This is an optimization exercise on Yosys and OpenROAD, whose aim is small area, a short achievable clock period and few clock cycles per item, not a production implementation. Function was checked by simulation only, so behaviour that the tests miss may differ from the original.

==> flow/design.v <==
package sht_pkg;
    localparam int ADDR_W       = 48;
    localparam int SEL_W        = 8;
    localparam int DEF_ENTRIES  = 16;
    localparam logic [2:0] OP_CREATE   = 3'd0;
    localparam logic [2:0] OP_GET_KEY  = 3'd1;
    localparam logic [2:0] OP_GET_ID   = 3'd2;
    localparam logic [2:0] OP_GET_ADDR = 3'd3;
    localparam logic [2:0] OP_UPDATE   = 3'd4;
    localparam logic [2:0] OP_READ     = 3'd5;
    localparam logic [1:0] ST_OK       = 2'd0;
    localparam logic [1:0] ST_MISS     = 2'd1;
    localparam logic [1:0] ST_CONFLICT = 2'd2;
    localparam logic [1:0] ST_RANGE    = 2'd3;
    localparam int RSP_W = 2 + 4 + 1 + 32 + 32 + ADDR_W + 32 + 5;
endpackage
import sht_pkg::*;
module sht_cell (
    input  logic              clk,
    input  logic              rst_n,
    input  logic              wkey_en,     
    input  logic [31:0]       wkey,
    input  logic              alloc,       
    input  logic              clear,       
    input  logic              upd,         
    input  logic [31:0]       wid,
    input  logic [ADDR_W-1:0] waddr,
    input  logic [31:0]       wsize,
    output logic              used,
    output logic              zd,
    output logic [31:0]       key,
    output logic [31:0]       id,
    output logic [ADDR_W-1:0] addr,
    output logic [31:0]       size
);
    always_ff @(posedge clk or negedge rst_n)
    begin
        if (!rst_n)
        begin
            used <= 1'b0;
            zd   <= 1'b1;
        end
        else
        begin
            if (alloc | clear)
                used <= alloc;
            if (upd | clear)
                zd <= !upd;
        end
    end
    always_ff @(posedge clk)
    begin
        if (wkey_en)
            key <= wkey;
        if (upd)
        begin
            id   <= wid;
            addr <= waddr;
            size <= wsize;
        end
    end
endmodule
import sht_pkg::*;
module segment_handle_table_core #(
    parameter int N = sht_pkg::DEF_ENTRIES
) (
    input  logic              clk,
    input  logic              rst_n,
    input  logic              req_valid,
    output logic              req_ready,
    input  logic [2:0]        req_opcode,
    input  logic              req_delete_after,
    input  logic [31:0]       req_lookup_value,
    input  logic [ADDR_W-1:0] req_address,
    input  logic [31:0]       req_new_segment_id,
    input  logic [31:0]       req_new_size,
    input  logic [SEL_W-1:0]  req_entry_select,
    output logic              rsp_valid,
    input  logic              rsp_ready,
    output logic [RSP_W-1:0]  rsp_data
);
    logic             out_v;          
    logic             r2_v, r3_v;
    logic             adv;            
    logic             go;             
    assign adv       = !out_v || rsp_ready;
    assign req_ready = adv;
    assign go        = r2_v && adv;
    logic              r2_lookup;     
    logic              r2_create;
    logic              r2_tk_k;       
    logic              r2_tk_s;       
    logic              r2_tk_a;       
    logic              r2_upd;        
    logic              r2_ur;         
    logic              r2_rng16;      
    logic              r2_del;
    logic [1:0]        r2_st_base;    
    logic [31:0]       r2_lv;
    logic [ADDR_W-1:0] r2_addr;
    logic [31:0]       r2_nid;
    logic [31:0]       r2_nsize;
    logic [N-1:0]      r2_mk, r2_ms, r2_ma, r2_sel;
    logic [N-1:0]        e_used;
    logic [N-1:0]        e_zd;
    logic [N-1:0][31:0]  e_key;
    logic [N-1:0][31:0]  e_id;
    logic [N-1:0][ADDR_W-1:0] e_addr;
    logic [N-1:0][31:0]  e_size;
    logic [N-1:0]        w_key, w_alloc, w_clear, w_upd;
    for (genvar i = 0; i < N; i++)
    begin : g_e
        sht_cell u_cell (
            .clk     (clk),
            .rst_n   (rst_n),
            .wkey_en (w_key[i]),
            .wkey    (r2_lv),
            .alloc   (w_alloc[i]),
            .clear   (w_clear[i]),
            .upd     (w_upd[i]),
            .wid     (r2_nid),
            .waddr   (r2_addr),
            .wsize   (r2_nsize),
            .used    (e_used[i]),
            .zd      (e_zd[i]),
            .key     (e_key[i]),
            .id      (e_id[i]),
            .addr    (e_addr[i]),
            .size    (e_size[i])
        );
    end
    logic [N-1:0] sel_oh;
    logic         lv_nz, ad_nz, eqk, eqs, eqa, sel_rng, tk_k, tk_s, tk_a;
    assign lv_nz   = (req_lookup_value != 32'd0);
    assign ad_nz   = (req_address != {ADDR_W{1'b0}});
    assign eqk     = lv_nz && (req_lookup_value == r2_lv);
    assign eqs     = lv_nz && (req_lookup_value == r2_nid);
    assign eqa     = ad_nz && (req_address == r2_addr);
    assign sel_rng = (req_entry_select >= SEL_W'(N));
    assign tk_k    = (req_opcode == OP_CREATE) || (req_opcode == OP_GET_KEY);
    assign tk_s    = (req_opcode == OP_GET_ID);
    assign tk_a    = (req_opcode == OP_GET_ADDR);
    logic [N-1:0] eq_k, eq_s, eq_a, en_k, en_s, en_a, ins_k, ins_s, ins_a, kill_sa;
    always_comb
    begin
        for (int i = 0; i < N; i++)
        begin
            eq_k[i]    = (e_key[i] == req_lookup_value);
            eq_s[i]    = (e_id[i] == req_lookup_value);
            eq_a[i]    = (e_addr[i] == req_address);
            sel_oh[i]  = (req_entry_select == SEL_W'(i));
            kill_sa[i] = w_clear[i] | w_upd[i];
            en_k[i]    = lv_nz && e_used[i] && !w_clear[i];
            en_s[i]    = lv_nz && !e_zd[i] && !kill_sa[i];
            en_a[i]    = ad_nz && !e_zd[i] && !kill_sa[i];
            ins_s[i]   = w_upd[i] && eqs;
            ins_a[i]   = w_upd[i] && eqa;
            ins_k[i]   = w_alloc[i] && eqk;
        end
    end
    always_ff @(posedge clk)
    begin
        if (adv)
        begin
            r2_lookup  <= !req_opcode[2];
            r2_create  <= (req_opcode == OP_CREATE);
            r2_tk_k    <= tk_k;
            r2_tk_s    <= tk_s;
            r2_tk_a    <= tk_a;
            r2_upd     <= (req_opcode == OP_UPDATE) && !sel_rng;
            r2_ur      <= (req_opcode[2:1] == 2'b10) && !sel_rng;
            r2_rng16   <= (req_opcode[2:1] == 2'b10) && sel_rng;
            r2_st_base <= req_opcode[1] ? ST_MISS : (sel_rng ? ST_RANGE : ST_OK);
            r2_del     <= req_delete_after;
            r2_lv      <= req_lookup_value;
            r2_addr    <= req_address;
            r2_nid     <= req_new_segment_id;
            r2_nsize   <= req_new_size;
            r2_sel     <= sel_oh;
            r2_mk      <= (eq_k & en_k) | ins_k;
            r2_ms      <= (eq_s & en_s) | ins_s;
            r2_ma      <= (eq_a & en_a) | ins_a;
        end
    end
    function automatic logic multi(input logic [N-1:0] v);
        logic [7:0] a1, t1;
        logic [3:0] a2, t2;
        logic [1:0] a3, t3;
        for (int i = 0; i < 8; i++)
        begin
            a1[i] = v[2*i] | v[2*i+1];
            t1[i] = v[2*i] & v[2*i+1];
        end
        for (int i = 0; i < 4; i++)
        begin
            a2[i] = a1[2*i] | a1[2*i+1];
            t2[i] = t1[2*i] | t1[2*i+1] | (a1[2*i] & a1[2*i+1]);
        end
        for (int i = 0; i < 2; i++)
        begin
            a3[i] = a2[2*i] | a2[2*i+1];
            t3[i] = t2[2*i] | t2[2*i+1] | (a2[2*i] & a2[2*i+1]);
        end
        multi = t3[0] | t3[1] | (a3[0] & a3[1]);
    endfunction
    logic         conflict, found, anyfree, ok_hit, ok_new, newslot;
    logic [N-1:0] ff, cand, take;
    logic [4:0]   cnt_q, cnt_next;
    logic         hit_used, cand_used, cand_zd, kshow, dshow, okidx;
    logic [3:0]   cand_idx;
    logic [1:0]   status;
    always_comb
    begin
        conflict = multi(r2_ms) | multi(r2_ma);
        take     = (r2_mk & {N{r2_tk_k}}) | (r2_ms & {N{r2_tk_s}}) | (r2_ma & {N{r2_tk_a}});
        found    = (r2_tk_k && (|r2_mk)) || (r2_tk_s && (|r2_ms)) || (r2_tk_a && (|r2_ma));
        ff = '0;
        for (int i = N - 1; i >= 0; i--)
        begin
            if (!e_used[i])
                ff = N'(1) << i;
        end
        anyfree  = !(&e_used);
        newslot  = r2_create && !found && anyfree;
        ok_hit   = found && !conflict;
        ok_new   = newslot && !conflict;
        cand      = take | (ff & {N{newslot}}) | (r2_sel & {N{r2_ur}});
        hit_used  = |(take & e_used);
        cand_used = |(cand & e_used);
        cand_zd   = |(cand & e_zd);
        cand_idx  = '0;
        for (int i = 0; i < N; i++)
        begin
            if (cand[i])
                cand_idx = cand_idx | 4'(i);
        end
        okidx = r2_lookup ? ((found || newslot) && !conflict) : r2_ur;
        kshow = r2_lookup ? (!conflict && (found ? hit_used : newslot)) : (r2_ur && cand_used);
        dshow = r2_lookup ? (!conflict && (found || newslot) && !cand_zd) : (r2_upd || (r2_ur && !cand_zd));
        w_key    = ff & {N{go}};
        w_alloc  = ff & {N{go && ok_new && !r2_del}};
        w_clear  = ((take & {N{ok_hit}}) | (ff & {N{ok_new}})) & {N{go && r2_del}};
        w_upd    = r2_sel & {N{go && r2_upd}};
        cnt_next = cnt_q;
        if (ok_new && !r2_del)
            cnt_next = cnt_q + 5'd1;
        else if (ok_hit && r2_del && hit_used)
            cnt_next = cnt_q - 5'd1;
        if (r2_lookup)
            status = conflict ? ST_CONFLICT : ((found || newslot) ? ST_OK : ST_MISS);
        else
            status = r2_st_base;
    end
    logic [N-1:0] r3_ksel, r3_dsel;   
    logic         r3_kshow;
    logic [3:0]   r3_index;
    logic [1:0]   r3_status;
    logic         r3_rng16;
    logic [4:0]   r3_cnt;
    always_ff @(posedge clk)
    begin
        if (adv)
        begin
            r3_ksel   <= cand & {N{kshow}};
            r3_dsel   <= cand & {N{dshow}};
            r3_kshow  <= kshow;
            r3_index  <= cand_idx & {4{okidx}};
            r3_status <= status;
            r3_rng16  <= r2_rng16;
            r3_cnt    <= cnt_next;
        end
    end
    logic [31:0]       o_key, o_id, o_size;
    logic [ADDR_W-1:0] o_addr;
    always_comb
    begin
        o_key  = '0;
        o_id   = '0;
        o_addr = '0;
        o_size = '0;
        for (int i = 0; i < N; i++)
        begin
            o_key   = o_key  | (e_key[i]  & {32{r3_ksel[i]}});
            o_id    = o_id   | (e_id[i]   & {32{r3_dsel[i]}});
            o_addr  = o_addr | (e_addr[i] & {ADDR_W{r3_dsel[i]}});
            o_size  = o_size | (e_size[i] & {32{r3_dsel[i]}});
        end
        if (r3_rng16)
            o_size = 32'(N);
    end
    logic [RSP_W-1:0] res, out_q;
    assign res = {r3_status, r3_index, r3_kshow, o_key, o_id, o_addr, o_size, r3_cnt};
    always_ff @(posedge clk)
    begin
        if (adv && r3_v)
            out_q <= res;
    end
    assign rsp_valid = out_v;
    assign rsp_data  = out_q;
    always_ff @(posedge clk or negedge rst_n)
    begin
        if (!rst_n)
        begin
            out_v      <= 1'b0;
            r2_v       <= 1'b0;
            r3_v       <= 1'b0;
            cnt_q      <= 5'd0;
        end
        else
        begin
            if (adv)
            begin
                out_v <= r3_v;
                r3_v  <= r2_v;
                r2_v  <= req_valid;
            end
            if (go)
                cnt_q <= cnt_next;
        end
    end
endmodule
import sht_pkg::*;
module sht_top (
    input  logic        clk,
    input  logic        rst_n,
    input  logic        req_valid,
    output logic        req_ready,
    input  logic [2:0]  req_opcode,
    input  logic        req_delete_after,
    input  logic [31:0] req_lookup_value,
    input  logic [47:0] req_address,
    input  logic [31:0] req_new_segment_id,
    input  logic [31:0] req_new_size,
    input  logic [7:0]  req_entry_select,
    output logic        rsp_valid,
    input  logic        rsp_ready,
    output logic [1:0]  rsp_status,
    output logic [3:0]  rsp_hit_index,
    output logic        rsp_hit_in_use,
    output logic [31:0] rsp_hit_key,
    output logic [31:0] rsp_hit_segment_id,
    output logic [47:0] rsp_hit_address,
    output logic [31:0] rsp_hit_size,
    output logic [4:0]  rsp_used_count
);
    segment_handle_table_core #(
        .N (DEF_ENTRIES)
    ) u_core (
        .clk                (clk),
        .rst_n              (rst_n),
        .req_valid          (req_valid),
        .req_ready          (req_ready),
        .req_opcode         (req_opcode),
        .req_delete_after   (req_delete_after),
        .req_lookup_value   (req_lookup_value),
        .req_address        (req_address),
        .req_new_segment_id (req_new_segment_id),
        .req_new_size       (req_new_size),
        .req_entry_select   (req_entry_select),
        .rsp_valid          (rsp_valid),
        .rsp_ready          (rsp_ready),
        .rsp_data           ({rsp_status, rsp_hit_index, rsp_hit_in_use, rsp_hit_key,
                              rsp_hit_segment_id, rsp_hit_address, rsp_hit_size,
                              rsp_used_count})
    );
endmodule
export LEC_CHECK = 0
export CAP_MARGIN = 30
export CORE_MARGIN = 2
export CORE_UTILIZATION = 50
export CTS_CLUSTER_DIAMETER = 100
export CTS_CLUSTER_SIZE = 25
export PLACE_DENSITY = 0.72
export SETUP_SLACK_MARGIN = 4.7
export SLEW_MARGIN = 20
create_clock -name core_clock -period 8.0 [get_ports {clk}]
run.sh (not shown) runs the stock make flow with config.mk's settings and CLKGATE_MAP_FILE= SYNTH_SCRIPT=/design/flow/synth_recipe.tcl, a recipe that flattens the netlist after the stock synthesis.
Testbench counts at the start, summed over its fixed seeds: cycles 3,224, items 3,200.
Next try:
--- a/flow/design.v
+++ b/flow/design.v
@@ -78,14 +78,15 @@
     output logic              rsp_valid,
     input  logic              rsp_ready,
     output logic [RSP_W-1:0]  rsp_data
 );
-    logic             out_v;          
+    logic             ready_q;        
+    logic             full_q;         
     logic             r2_v, r3_v;
     logic             adv;            
     logic             go;             
-    assign adv       = !out_v || rsp_ready;
-    assign req_ready = adv;
+    assign adv       = !full_q;
+    assign req_ready = ready_q;
     assign go        = r2_v && adv;
     logic              r2_lookup;     
     logic              r2_create;
     logic              r2_tk_k;       
@@ -236,9 +237,9 @@
         end
         okidx = r2_lookup ? ((found || newslot) && !conflict) : r2_ur;
         kshow = r2_lookup ? (!conflict && (found ? hit_used : newslot)) : (r2_ur && cand_used);
         dshow = r2_lookup ? (!conflict && (found || newslot) && !cand_zd) : (r2_upd || (r2_ur && !cand_zd));
-        w_key    = ff & {N{go}};
+        w_key    = ff & {N{adv}};
         w_alloc  = ff & {N{go && ok_new && !r2_del}};
         w_clear  = ((take & {N{ok_hit}}) | (ff & {N{ok_new}})) & {N{go && r2_del}};
         w_upd    = r2_sel & {N{go && r2_upd}};
         cnt_next = cnt_q;
@@ -250,70 +251,82 @@
             status = conflict ? ST_CONFLICT : ((found || newslot) ? ST_OK : ST_MISS);
         else
             status = r2_st_base;
     end
-    logic [N-1:0] r3_ksel, r3_dsel;   
-    logic         r3_kshow;
+    logic [N-1:0] r3_sel;
+    logic         r3_kshow, r3_dshow;
     logic [3:0]   r3_index;
     logic [1:0]   r3_status;
     logic         r3_rng16;
     logic [4:0]   r3_cnt;
     always_ff @(posedge clk)
     begin
         if (adv)
         begin
-            r3_ksel   <= cand & {N{kshow}};
-            r3_dsel   <= cand & {N{dshow}};
+            r3_sel    <= cand;
             r3_kshow  <= kshow;
+            r3_dshow  <= dshow;
             r3_index  <= cand_idx & {4{okidx}};
             r3_status <= status;
             r3_rng16  <= r2_rng16;
             r3_cnt    <= cnt_next;
         end
     end
+    logic [N-1:0]      ksel, dsel;
     logic [31:0]       o_key, o_id, o_size;
     logic [ADDR_W-1:0] o_addr;
     always_comb
     begin
+        ksel   = r3_sel & {N{r3_kshow}};
+        dsel   = r3_sel & {N{r3_dshow}};
         o_key  = '0;
         o_id   = '0;
         o_addr = '0;
         o_size = '0;
         for (int i = 0; i < N; i++)
         begin
-            o_key   = o_key  | (e_key[i]  & {32{r3_ksel[i]}});
-            o_id    = o_id   | (e_id[i]   & {32{r3_dsel[i]}});
-            o_addr  = o_addr | (e_addr[i] & {ADDR_W{r3_dsel[i]}});
-            o_size  = o_size | (e_size[i] & {32{r3_dsel[i]}});
+            o_key   = o_key  | (e_key[i]  & {32{ksel[i]}});
+            o_id    = o_id   | (e_id[i]   & {32{dsel[i]}});
+            o_addr  = o_addr | (e_addr[i] & {ADDR_W{dsel[i]}});
+            o_size  = o_size | (e_size[i] & {32{dsel[i]}});
         end
         if (r3_rng16)
             o_size = 32'(N);
     end
-    logic [RSP_W-1:0] res, out_q;
-    assign res = {r3_status, r3_index, r3_kshow, o_key, o_id, o_addr, o_size, r3_cnt};
+    logic [RSP_W-1:0] res, out_q, skid_q;
+    logic             out_v, push, pop;
+    assign res  = {r3_status, r3_index, r3_kshow, o_key, o_id, o_addr, o_size, r3_cnt};
+    assign push = r3_v && adv;
+    assign pop  = out_v && rsp_ready;
     always_ff @(posedge clk)
     begin
-        if (adv && r3_v)
-            out_q <= res;
+        if (full_q ? pop : (push && (!out_v || rsp_ready)))
+            out_q <= full_q ? skid_q : res;
+        if (!full_q && push && out_v && !rsp_ready)
+            skid_q <= res;
     end
     assign rsp_valid = out_v;
     assign rsp_data  = out_q;
     always_ff @(posedge clk or negedge rst_n)
     begin
         if (!rst_n)
         begin
+            ready_q    <= 1'b0;
+            full_q     <= 1'b0;
             out_v      <= 1'b0;
             r2_v       <= 1'b0;
             r3_v       <= 1'b0;
             cnt_q      <= 5'd0;
         end
         else
         begin
+            full_q  <= full_q ? !pop : (push && out_v && !rsp_ready);
+            ready_q <= full_q ? pop : !(push && out_v && !rsp_ready);
+            out_v   <= full_q || push || (out_v && !rsp_ready);
             if (adv)
             begin
-                out_v <= r3_v;
-                r3_v  <= r2_v;
-                r2_v  <= req_valid;
+                r2_v <= req_valid && ready_q;
+                r3_v <= r2_v;
             end
             if (go)
                 cnt_q <= cnt_next;
         end
Register-to-register slack loses 0.06 ns. Critical path depth goes up by 5. Worst setup slack improved by 0.092 ns. Flip-flop and latch count went up by 143. Hold slack improved by 0.026 ns. Cell area rose by 4.8%. Wire length went up by 6.7%.
Testbench counts after the change, summed over its fixed seeds: cycles 3,224, items 3,200.

-- static timing again, ports no longer ideal --
How much do the figures lean on ideal ports? The routed layouts below were timed once more, with nothing changed but the port constraints. Step 1 assumes that a clkbuf_16 drives the clock port and a buf_2 every other input. Step 2, shift: input delay + t, output delay - t, t = (earliest + latest rising clock arrival at the registers) / 2. This alone moves slack from input paths to output paths. Slacks: ideal ports / drivers / drivers and shift; pairs: ideal ports / drivers.
run | t (ns) | slack for setup (ns) | worst setup path after step 2 | pins driven straight from the clock port
the first run | 0.967 | 4.285 / 4.250 / 3.560 | input to register | 1
the second run | 0.982 | 4.377 / 4.450 / 3.468 | input to register | 1
After both steps every run listed still meets setup and hold. For the second run, which loses most, drivers alone change the setup slack by +0.073 ns; drivers and shift together by -0.909 ns.
